Context: an optimization exercise on an open-source flow, tuned for small area and a short achievable clock period. The choices shown serve that exercise and are no tape-out recipe.
The RTL was checked by simulation tests, not by an equivalence proof against the original design.
Power is estimated from default activity; no workload was simulated.

==> flow/design.v (excerpt) <==
module reorder_buffer_mc #(
    parameter int unsigned DEPTH    = 16,
    parameter int unsigned IDX_W    = 4,
    parameter int unsigned DATA_W   = 32,
    parameter int unsigned COMMIT_W = 2,
    parameter int unsigned CDB_N    = 2
) (
    input  logic                         clk,
    input  logic                         rst,
    input  logic                         flush,
    input  logic                         alloc_valid,
    input  logic [4:0]                   alloc_rd,
    output logic                         alloc_ready,
    output logic [IDX_W-1:0]             alloc_tag,
    input  logic [CDB_N-1:0]             cdb_valid,
    input  logic [CDB_N*IDX_W-1:0]       cdb_tag,
    input  logic [CDB_N*DATA_W-1:0]      cdb_data,
    output logic [COMMIT_W-1:0]          commit_valid,
    output logic [COMMIT_W*5-1:0]        commit_rd,
    output logic [COMMIT_W*DATA_W-1:0]   commit_data,
    output logic [IDX_W-1:0]             rob_head,
    output logic [IDX_W:0]               count,
    output logic                         empty,
    output logic                         full
);
Settings: LEC_CHECK=0, CAP_MARGIN=20, CELL_PAD_IN_SITES_DETAIL_PLACEMENT=1, CELL_PAD_IN_SITES_GLOBAL_PLACEMENT=1, CORE_MARGIN=2, CORE_UTILIZATION=55, CTS_CLUSTER_DIAMETER=80, CTS_CLUSTER_SIZE=24, PLACE_DENSITY=0.68, SETUP_SLACK_MARGIN=2.8, SLEW_MARGIN=20, SYNTH_HIERARCHICAL=1; clock period 6.0 ns.
standard.sh (not shown) runs the stock make flow with config.mk's settings and CLKGATE_MAP_FILE= SYNTH_SCRIPT=/design/flow/synth_recipe.tcl, a recipe that flattens the netlist after the stock synthesis.
==> flow/flow/run.sh <==
#!/bin/bash
# Standard layout, with the port buffers made from plain buffers instead of the default
# delay-cell buffers; every port still gets its own buffer.
set -euo pipefail
export BUFFER_PORTS_ARGS="-buffer_cell sky130_fd_sc_hd__buf_2"
bash standard.sh > standard.log 2>&1
Change:
Settings changed: CORE_UTILIZATION 55 to 50, CTS_BUF_LIST from default to sky130_fd_sc_hd__clkbuf_8, CTS_CLUSTER_DIAMETER 80 to 60, CTS_CLUSTER_SIZE 24 to 16, PLACE_DENSITY 0.68 to 0.65.
Result: The changed run finished with timing, DRC and antenna clean; via count is lower by 1.3%; critical path depth came out higher by 2; wire length hardly moves; total power goes down by 1.4%; synthesized area is unchanged; count of clock-buffer cells in the layout rises by 13; utilization is lower by 3.7 points; worst setup slack got worse by 22 ps; first-iteration DRC count came out lower by 9.0%; sequential share of layout area is lower by 1.5 points; die area went up by 9.8%.

---

Setup of the reference run:
Another version of the RTL of reorder_buffer_mc (not shown whole).
Size in the first run: roughly 2500 cells after synthesis, roughly 27000 µm² of cells after synthesis.
export LEC_CHECK = 0
export CAP_MARGIN = 20
export CELL_PAD_IN_SITES_DETAIL_PLACEMENT = 1
export CELL_PAD_IN_SITES_GLOBAL_PLACEMENT = 1
export CORE_MARGIN = 2
export CORE_UTILIZATION = 50
export CTS_BUF_LIST = sky130_fd_sc_hd__clkbuf_8
export CTS_CLUSTER_DIAMETER = 60
export CTS_CLUSTER_SIZE = 16
export PLACE_DENSITY = 0.65
export SETUP_SLACK_MARGIN = 3.0
export SLEW_MARGIN = 20
export SYNTH_HIERARCHICAL = 1
create_clock -name core_clock -period 6.0 [get_ports {clk}]
Scripts as last shown in full above: flow/flow/run.sh
The reference run: flow completed, timing, DRC and antenna clean
Inputs modified between the reference run and the trial run:
- clearing CTS_BUF_LIST, which used to be sky130_fd_sc_hd__clkbuf_8
- swapping 60 for 80 in CTS_CLUSTER_DIAMETER
- swapping 16 for 24 in CTS_CLUSTER_SIZE
--- outcome ---
Share of total power in sequential cells: the trial run < the reference run
Changes observed in the trial run relative to the reference run: clock skew higher, share of power burned in the clock network higher.

---

Setup of wip/indigo:
The RTL this note starts from:
==> flow/design.v <==
module reorder_buffer_mc #(
    parameter int unsigned DEPTH    = 16,
    parameter int unsigned IDX_W    = 4,
    parameter int unsigned DATA_W   = 32,
    parameter int unsigned COMMIT_W = 2,
    parameter int unsigned CDB_N    = 2
) (
    input  logic                         clk,
    input  logic                         rst,
    input  logic                         flush,
    input  logic                         alloc_valid,
    input  logic [4:0]                   alloc_rd,
    output logic                         alloc_ready,
    output logic [IDX_W-1:0]             alloc_tag,
    input  logic [CDB_N-1:0]             cdb_valid,
    input  logic [CDB_N*IDX_W-1:0]       cdb_tag,
    input  logic [CDB_N*DATA_W-1:0]      cdb_data,
    output logic [COMMIT_W-1:0]          commit_valid,
    output logic [COMMIT_W*5-1:0]        commit_rd,
    output logic [COMMIT_W*DATA_W-1:0]   commit_data,
    output logic [IDX_W-1:0]             rob_head,
    output logic [IDX_W:0]               count,
    output logic                         empty,
    output logic                         full
);
    localparam int unsigned HALF = DEPTH / 2;
    localparam int unsigned EW   = DATA_W + 6;    
    logic              done_q [DEPTH];
    logic [4:0]        rd_q   [DEPTH];
    logic [DATA_W-1:0] data_q [DEPTH];
    logic [IDX_W-1:0]  head_q, tail_q;
    logic [IDX_W:0]    count_q;
    logic              ne_q, ge2_q;
    logic              alloc_fire;
    logic [1:0]        ncommit;
    assign alloc_ready = !flush && !count_q[IDX_W];
    assign alloc_fire  = alloc_valid && alloc_ready;
    assign alloc_tag   = tail_q;
    assign rob_head    = head_q;
    assign count       = count_q;
    assign empty       = !ne_q;
    assign full        = count_q[IDX_W];
    localparam int unsigned NCP = 2;
    localparam int unsigned GRP = (EW + NCP - 1) / NCP;
    logic [HALF-1:0]  osel_q [NCP], esel_q [NCP];
    logic [NCP-1:0]   swap_q;
    logic [EW-1:0]    p0, p1;
    logic             rot_o, rot_e;
    assign rot_o = ncommit[1] || (ncommit[0] && head_q[0]);
    assign rot_e = ncommit[1] || (ncommit[0] && !head_q[0]);
    for (genvar c = 0; c < NCP; c++) begin : g_sel
        always_ff @(posedge clk) begin
            if (rst || flush) begin
                osel_q[c] <= HALF'(1);
                esel_q[c] <= HALF'(1);
                swap_q[c] <= 1'b0;
            end else begin
                if (rot_o) osel_q[c] <= {osel_q[c][HALF-2:0], osel_q[c][HALF-1]};
                if (rot_e) esel_q[c] <= {esel_q[c][HALF-2:0], esel_q[c][HALF-1]};
                swap_q[c] <= swap_q[c] ^ ncommit[0];
            end
        end
    end
    for (genvar b = 0; b < EW; b++) begin : g_rd
        logic [HALF-1:0] ob, eb;
        for (genvar j = 0; j < HALF; j++) begin : g_col
            assign ob[j] = (b == EW-1) ? done_q[2*j+1] : (b >= DATA_W) ? rd_q[2*j+1][b-DATA_W] : data_q[2*j+1][b];
            assign eb[j] = (b == EW-1) ? done_q[2*j]   : (b >= DATA_W) ? rd_q[2*j][b-DATA_W]   : data_q[2*j][b];
        end
        rob_rdbit u_rd (.osel(osel_q[b / GRP]), .esel(esel_q[b / GRP]), .ob(ob), .eb(eb), .swap(swap_q[b / GRP]), .p0(p0[b]), .p1(p1[b]));
    end
    assign commit_valid[0]   = !flush && p0[EW-1] && ne_q;
    assign commit_valid[1]   = !flush && p0[EW-1] && p1[EW-1] && ge2_q;
    assign commit_rd         = {p1[DATA_W +: 5], p0[DATA_W +: 5]};
    assign commit_data       = {p1[DATA_W-1:0], p0[DATA_W-1:0]};
    assign ncommit           = {commit_valid[1], commit_valid[0] && !commit_valid[1]};
    logic [IDX_W-1:0] head_nx [3];
    logic [IDX_W:0]   cnt_a [3], cnt_n [3];
    always_comb begin
        for (int unsigned n = 0; n < 3; n++) begin
            head_nx[n] = head_q + IDX_W'(n);
            cnt_a[n]   = count_q + (IDX_W+1)'(1) - (IDX_W+1)'(n);
            cnt_n[n]   = count_q - (IDX_W+1)'(n);
        end
    end
    logic [4:0] ge;
    assign ge[0] = 1'b1;
    assign ge[1] = ne_q;
    assign ge[2] = ge2_q;
    assign ge[3] = (count_q >= (IDX_W+1)'(3));
    assign ge[4] = (count_q >= (IDX_W+1)'(4));
    always_ff @(posedge clk) begin
        if (rst || flush) begin
            ne_q  <= 1'b0;
            ge2_q <= 1'b0;
        end else begin
            ne_q  <= alloc_fire ? ge[ncommit]     : ge[ncommit + 2'd1];
            ge2_q <= alloc_fire ? ge[ncommit + 1] : ge[ncommit + 2];
        end
    end
    always_ff @(posedge clk) begin
        if (rst || flush) begin
            head_q  <= '0;
            tail_q  <= '0;
            count_q <= '0;
        end else begin
            head_q  <= head_nx[ncommit];
            if (alloc_fire) tail_q <= tail_q + IDX_W'(1);
            count_q <= alloc_fire ? cnt_a[ncommit] : cnt_n[ncommit];
        end
    end
    for (genvar e = 0; e < DEPTH; e++) begin : g_ent
        logic hit0, hit1, w0, wr, at_tail, retire;
        assign hit0    = cdb_valid[0] && (cdb_tag[0 +: IDX_W] == IDX_W'(e));
        assign hit1    = cdb_valid[1] && (cdb_tag[IDX_W +: IDX_W] == IDX_W'(e));
        assign w0      = hit0 && !hit1;    
        assign wr      = hit0 || hit1;
        assign at_tail = alloc_fire && (tail_q == IDX_W'(e));
        if (e % 2 == 0) begin : g_even
            assign retire = esel_q[NCP-1][e/2] && (head_q[0] ? commit_valid[1] : commit_valid[0]);
        end else begin : g_odd
            assign retire = osel_q[NCP-1][e/2] && (head_q[0] ? commit_valid[0] : commit_valid[1]);
        end
        always_ff @(posedge clk) begin
            if (rst || flush) begin
                done_q[e] <= 1'b0;
            end else begin
                if (retire || at_tail) begin
                    done_q[e] <= 1'b0;
                end else if (wr) begin
                    done_q[e] <= 1'b1;
                end
            end
        end
        logic hold;
        assign hold = !wr;
        always_ff @(posedge clk) begin
            if (at_tail) rd_q[e] <= alloc_rd;
        end
        for (genvar b = 0; b < DATA_W; b++) begin : g_bit
            logic nxt;
            rob_wrbit u_wr (.w0(w0), .d0(cdb_data[b]), .w1(hit1), .d1(cdb_data[DATA_W+b]),
                            .hold(hold), .q(data_q[e][b]), .d(nxt));
            always_ff @(posedge clk) data_q[e][b] <= nxt;
        end
    end
endmodule
module rob_wrbit (
    input  logic w0, d0, w1, d1, hold, q,
    output logic d
);
    assign d = (w0 & d0) | (w1 & d1) | (hold & q);
endmodule
module rob_rdbit (
    input  logic [7:0] osel, esel, ob, eb,
    input  logic       swap,
    output logic       p0, p1
);
    logic o, e;
    assign o  = |(osel & ob);
    assign e  = |(esel & eb);
    assign p0 = swap ? o : e;
    assign p1 = swap ? e : o;
endmodule
==> flow/config.mk <==
export PLATFORM = sky130hd
export DESIGN_NAME = reorder_buffer_mc
export DESIGN_NICKNAME = reorder_buffer_mc
export VERILOG_FILES = /design/flow/design.v
export SDC_FILE = /design/flow/constraint.sdc
export NUM_CORES = 4
export LEC_CHECK = 0
export CAP_MARGIN = 20
export CELL_PAD_IN_SITES_DETAIL_PLACEMENT = 1
export CELL_PAD_IN_SITES_GLOBAL_PLACEMENT = 1
export CORE_MARGIN = 2
export CORE_UTILIZATION = 60
export CTS_CLUSTER_DIAMETER = 80
export CTS_CLUSTER_SIZE = 24
export PLACE_DENSITY = 0.72
export SETUP_SLACK_MARGIN = 2.8
export SLEW_MARGIN = 20
export SYNTH_HIERARCHICAL = 1
==> flow/constraint.sdc <==
create_clock -name core_clock -period 6.0 [get_ports {clk}]
set_input_delay 1.2000 -clock core_clock [delete_from_list [all_inputs] [get_ports {clk}]]
set_output_delay 1.2000 -clock core_clock [all_outputs]
set_load 0.01 [all_outputs]
Scripts as last shown in full above: flow/flow/run.sh
wip/indigo failed in 5_1_grt with GRT-0232.
Relative to wip/indigo, the following input files were edited for wip/tundra:
Settings: CORE_UTILIZATION now 50, was 60; SETUP_SLACK_MARGIN now 3.0, was 2.8; PLACE_DENSITY now 0.65, was 0.72.
### Flow results
wip/tundra completed end to end with timing, DRC and antenna clean. From wip/tundra to wip/indigo, post-synthesis share of cell area spent on xor and xnor gates did not move at all. Minimum setup slack after placement: wip/tundra vs wip/indigo — no meaningful difference. The width of the die in wip/indigo is 0.914 times that in wip/tundra. Cmp wip/tundra and wip/indigo / initial standard-cell utilization of the core / lower: wip/tundra.
Setup changes, wip/tundra to wip/xenon
Settings: SETUP_SLACK_MARGIN changed from 3.0 to 2.8.
==> run summary <==
Final-layout worst hold slack essentially unchanged between wip/xenon and wip/tundra. [compare] base=wip/tundra new=wip/xenon: fmax went up about 0.3%; setup slack went up 0.0098 ns.
Here is what was changed in the inputs of wip/harbor compared with wip/xenon.
Settings: changing SETUP_SLACK_MARGIN from 2.8 to 2.7.
Findings:
- wip/harbor vs. wip/xenon: layout overhead on the synthesized area went down by 0.55 points.
- The cell count of wip/harbor and that of wip/xenon are within noise of each other.
- Total power of wip/harbor is higher than that of wip/xenon.
- wip/harbor: sequential share of cell area 0.16 points above wip/xenon
- wip/harbor went all the way through synthesis, placement and routing and the layout is clean on timing, DRC and antenna.
- wip/harbor vs. wip/xenon: worst path setup slack after routing fell 0.11 ns, count of buffers added by post-CTS timing repair for setup now smaller.

[port drivers added, routing unchanged]
How much do the figures lean on ideal ports? The routed layouts below were timed once more, with nothing changed but the port constraints.
Step 1 (the two cells are an assumption about what drives the block):
set clk [get_ports {clk}]
set_driving_cell -lib_cell sky130_fd_sc_hd__clkbuf_16 $clk
set_driving_cell -lib_cell sky130_fd_sc_hd__buf_2 [delete_from_list [all_inputs] $clk]
Step 2, shift: input delay + t, output delay - t, t = (earliest + latest rising clock arrival at the registers) / 2. This alone moves slack from input paths to output paths.
a / b / c = ideal / step 1 / step 2; a / b = the first two.
run	t (ns)	setup slack, ns	latest minus earliest clock arrival (ns)
the first run of note 1	0.659	2.700 / 2.636 / 2.226	0.024 / 0.023
the second run of note 1	0.785	2.678 / 2.617 / 1.848	0.042 / 0.042
the reference run	0.810	2.499 / 2.435 / 2.121	0.035 / 0.035
the trial run	0.674	2.585 / 2.516 / 2.114	0.040 / 0.039
wip/tundra	0.667	2.754 / 2.690 / 2.193	0.037 / 0.037
wip/xenon	0.647	2.763 / 2.698 / 2.220	0.025 / 0.025
wip/harbor	0.656	2.656 / 2.650 / 2.031	0.030 / 0.030
After both steps every run listed still meets setup and hold. For the second run of note 1, which loses most, drivers alone change the setup slack by -0.061 ns; drivers and shift together by -0.830 ns.
